This design comes from an exercise in tuning for small area, a short achievable clock period and few clock cycles per item on the open sky130 flow, not from production work.
At most, simulation tests tie the RTL to the original design; equivalence was not proved.

==> inputs of build 32 <==
## qubit_measure
module qubit_measure (
    input  logic               clk,
    input  logic               rst,
    input  logic               in_valid,
    output logic               in_ready,
    input  logic signed [15:0] in_alpha,
    input  logic signed [15:0] in_beta,
    output logic               out_valid,
    input  logic               out_ready,
    output logic               out_bit,
    output logic [15:0]        out_alpha,
    output logic [15:0]        out_beta,
    output logic               out_err
);
clock: 11.0 ns
lec_check: 0
cap_margin: 20
core_margin: 2
core_utilization: 40
cts_buf_list: sky130_fd_sc_hd__clkbuf_8
cts_cluster_diameter: 100
cts_cluster_size: 15
place_density: 0.75
slew_margin: 20
synth_hierarchical: 1
synth_minimum_keep_size: 0
standard.sh (not shown) runs the stock make flow with config.mk's settings and CLKGATE_MAP_FILE= SYNTH_SCRIPT=/design/flow/synth_recipe.tcl, a recipe that flattens the netlist after the stock synthesis.
==> flow/flow/run.sh <==
#!/bin/bash
set -euo pipefail
export SETUP_SLACK_MARGIN=7.7
export POST_SYNTH_TCL="$(pwd)/flow/downsize.tcl"
bash standard.sh > standard.log 2>&1
==> flow/flow/downsize.tcl <==
# Run after synthesis (POST_SYNTH_TCL): set every combinational cell that
# synthesis gave a drive strength above 1 to its drive-1 variant. The timing
# repair later sizes up what the critical paths need. Registers keep their
# cell type and size.
set n 0
foreach inst [get_cells *] {
  set m [get_property $inst ref_name]
  if {[regexp {^(sky130_fd_sc_hd__[a-z0-9]+)_([0-9]+)$} $m -> base sz] && $sz > 1} {
    if {[regexp {df|dl|sdf|edf|conb|clkbuf|clkinv|clkdly|tap|fill|decap} $base]} { continue }
    set cand "${base}_1"
    if {[llength [get_lib_cells -quiet */$cand]] > 0} {
      replace_cell $inst $cand
      incr n
    }
  }
}
puts "downsize: $n cells set to drive strength 1"
==> inputs of trial 93, as changes to build 32 <==
==> flow/flow/run.sh (replaced) <==
#!/bin/bash
set -euo pipefail
export SETUP_SLACK_MARGIN=7.6
export POST_SYNTH_TCL="$(pwd)/flow/downsize.tcl"
bash standard.sh > standard.log 2>&1
--- a/flow/config.mk
+++ b/flow/config.mk
@@ -7,10 +7,10 @@
 export LEC_CHECK = 0
 export CAP_MARGIN = 20
 export CORE_MARGIN = 2
-export CORE_UTILIZATION = 40
+export CORE_UTILIZATION = 45
 export CTS_BUF_LIST = sky130_fd_sc_hd__clkbuf_8
-export CTS_CLUSTER_DIAMETER = 100
-export CTS_CLUSTER_SIZE = 15
+export CTS_CLUSTER_DIAMETER = 80
+export CTS_CLUSTER_SIZE = 12
 export PLACE_DENSITY = 0.75
 export SLEW_MARGIN = 20
 export SYNTH_HIERARCHICAL = 1
==> comparison table <==
item                                               build 32    trial 93
Launching instance or port of the critical path        ob_q     e2_q[0]
Post-detailed-route wirelength per cell            18.86 um    20.22 um
GR met1 Demand/Resource                              25.42%      27.29%
Total number of placement rows                           96          91
RR Endpoint                                        xb_q[16]    xb_q[23]
Number of cells after detailed placement               3400        3255
Antenna fix cells                                         0           1
Crit-path most repeated cell                          buf_6        fa_1
Met2 wirelength from detailed routing              30710 um    32130 um
Hold Worst Slack                                   334.0 ps    337.3 ps
Status                     no timing/DRC/antenna violations  no timing/DRC/antenna violations
Area of the die                                  71490 um^2  63660 um^2
Biggest cell delay along the critical path           350 ps      570 ps
Testbench counts of build 32, summed over its fixed seeds: cycles 2,088, items 2,048.
Testbench counts of trial 93, summed over its fixed seeds: cycles 2,088, items 2,048.

---

==> v32: inputs <==
qubit_measure, a different RTL version from the one above (not shown whole).
Settings: LEC_CHECK=0, CAP_MARGIN=20, CORE_MARGIN=2, CORE_UTILIZATION=40, SLEW_MARGIN=20, SYNTH_HIERARCHICAL=1, SYNTH_MINIMUM_KEEP_SIZE=0; clock period 11.0 ns.
run.sh (not shown) runs the stock make flow with config.mk's settings and CLKGATE_MAP_FILE= SYNTH_SCRIPT=/design/flow/synth_recipe.tcl, a recipe that flattens the netlist after the stock synthesis.
Stock flow here: none of the scripts above is used.
==> v20: changes against v32 <==
--- a/flow/design.v
+++ b/flow/design.v
@@ -1722,12 +1722,13 @@
     logic xc1673;
     logic xs1674;
     logic xc1675;
     logic xs1676;
     logic xc1677;
-    logic [47:0] xa_q;
-    logic [47:0] xb_q;
+    logic [5:0] g_q;
+    logic [5:0] p_q;
+    logic top_q;
     logic zr_q;
     logic bg_q;
     logic r15_q;
     assign pp1 = a_q[0];
     assign pp2 = a_q[0] & a_q[1];
@@ -2883,41 +2884,56 @@
         sb1_q <= {pp486, qbs695, qbs693, qbs691, qbs689, qbs687, qbs685, qbs683, qbs681, qbs679, qbs677, qbs675, qbs673, qbs671, qbs669, qbs667, qbs665, qbs663, qbs661, qbs659, qbs657, qbs655, qbs653, qbs651, qbs649, qbs647, qbs645, pp379, 1'b0, pp364, 1'b0, 1'b0};
         zs_q <= (a_q == 16'd0) && (b_q == 16'd0);
         p0_q <= p0_d[30:0];
         t_q <= t_d;
         zt_q <= zs_q;
-        xa_q <= xa;
-        xb_q <= xb;
+        g_q <= g_d;
+        p_q <= p_d;
+        top_q <= xp[47];
         zr_q <= zt_q;
         bg_q <= t_q[31];
         r15_q <= er15_q;
     end
     always_ff @(posedge clk) begin
-        v_q[1] <= acc & ~rst;
+        v_q[1] <= acc;
         v_q[2] <= v_q[1] & ~rst;
         v_q[3] <= v_q[2] & ~rst;
         v_q[4] <= v_q[3] & ~rst;
     end
-    logic [47:0] xs;
-    assign xs = xa_q + xb_q;
-    assign res_bit = bg_q ? r15_q : (~zr_q & ~xs[47]);
+    localparam int NB = 6;
+    localparam int BK = 8;
+    logic [NB-1:0] g_d, p_d;
+    logic [47:0]   xg, xp;
+    logic          cy;
+    assign xg = xa & xb;
+    assign xp = xa ^ xb;
+    always_comb begin
+        for (int i = 0; i < NB; i++) begin
+            g_d[i] = 1'b0;
+            p_d[i] = 1'b1;
+            for (int j = 0; j < BK; j++) begin
+                if (i * BK + j < 47) begin
+                    g_d[i] = xg[i*BK+j] | (xp[i*BK+j] & g_d[i]);
+                    p_d[i] = p_d[i] & xp[i*BK+j];
+                end
+            end
+        end
+    end
+    always_comb begin
+        cy = 1'b0;
+        for (int i = 0; i < NB; i++) cy = g_q[i] | (p_q[i] & cy);
+    end
+    assign res_bit = bg_q ? r15_q : (~zr_q & ~(top_q ^ cy));
     assign res_err = zr_q;
     assign push = v_q[LAT];
     logic [D-1:0] qv_q, qb_q, qe_q;
     logic [D-1:0] sv, sb, se;
-    logic [D+1:0] oc;              
-    logic [D:1]   oc_q, oc_nx;
-    logic         rdy_q, inc, dec;
-    assign acc = in_valid & rdy_q;
-    assign take = qv_q[0] & out_ready;
-    assign inc = acc & ~take;
-    assign dec = take & ~acc;
-    assign oc  = {1'b0, oc_q, 1'b1};
-    always_comb begin
-        for (int i = 1; i <= D; i++)
-            oc_nx[i] = inc ? oc[i-1] : (dec ? oc[i+1] : oc[i]);
-    end
+    logic [2:0] cnt_q, cnt_nx;
+    logic rdy_q;
+    assign acc    = in_valid & rdy_q & ~rst;
+    assign take   = qv_q[0] & out_ready & ~rst;
+    assign cnt_nx = cnt_q + {{(2){1'b0}}, acc} - {{(2){1'b0}}, take};
     always_comb begin
         sv = take ? {1'b0, qv_q[D-1:1]} : qv_q;
         sb = take ? {1'b0, qb_q[D-1:1]} : qb_q;
         se = take ? {1'b0, qe_q[D-1:1]} : qe_q;
         for (int i = D - 1; i >= 0; i--) begin
@@ -2929,16 +2945,16 @@
         end
     end
     always_ff @(posedge clk) begin
         if (rst) begin
             qv_q  <= '0;
-            oc_q  <= '0;
+            cnt_q <= '0;
             rdy_q <= 1'b1;
         end else begin
             qv_q  <= sv;
-            oc_q  <= oc_nx;
-            rdy_q <= ~oc_nx[D];
+            cnt_q <= cnt_nx;
+            rdy_q <= (cnt_nx < D);
         end
         qb_q <= sb;
         qe_q <= se;
     end
     assign in_ready  = rdy_q;
==> run summary <==
- v20 completed with no timing, DRC or antenna violations. v32 finished with timing, DRC and antenna clean.
- Against v20, the setup slack of v32 is higher by 1.1 ns.
- Between v20 and v32, the lower cell area is in v20 (gap 5.8%, measured against v32).
- In v20 the register-to-register slack is worse than in v32, by 1.3 ns.
- In v20 the die area is smaller than in v32, by about 5%.
- Hold slack is about the same in v32 and v20.
- Of v32 and v20, v32 has the higher sequential share of layout area (gap 4.0 points).
- Between v32 and v20, the lower sequential cell count is in v20 (gap 86).
- In core utilization, v20 and v32 hardly differ.
- First-iteration DRC count: v32 is higher than v20 (37%).
- Between v32 and v20, the lower fmax is in v20 (gap 28%, measured against v20).
No run of this note included a check of the RTL's function; only the layout flow was run.

port drivers added, routing unchanged:
In the flow no input, the clock included, has a driving cell. The finished layouts below were timed again as built, in two steps.
Step 1 assumes that a clkbuf_16 drives the clock port and a buf_2 every other input.
Step 2 also shifts input and output timing later by t, the mid clock arrival at the registers, as if the neighbouring blocks saw the same clock.
Slacks: ideal / step 1 / step 2; pairs: ideal / step 1.
| run | t (ns) | setup slack, ns | worst setup path at the end | latest minus earliest clock arrival (ns) | worst slew at a driven data input, ns |
|---|---|---|---|---|---|
| build 32 | 0.695 | 7.573 / 7.522 / 7.131 | input to register | 0.039 / 0.040 | 0.03 |
| trial 93 | 0.674 | 7.626 / 7.575 / 7.051 | input to register | 0.041 / 0.041 | 0.05 |
| v32 | 0.634 | 6.856 / 6.893 / 6.259 | input to register | 0.026 / 0.026 | 0.05 |
| v20 | 0.605 | 5.708 / 5.708 / 5.708 | register to register | 0.024 / 0.025 | 0.04 |
After both steps setup and hold are still met in every run listed. The setup slack of v32, which loses most, moves by +0.037 ns with the drivers and by -0.597 ns with both steps.
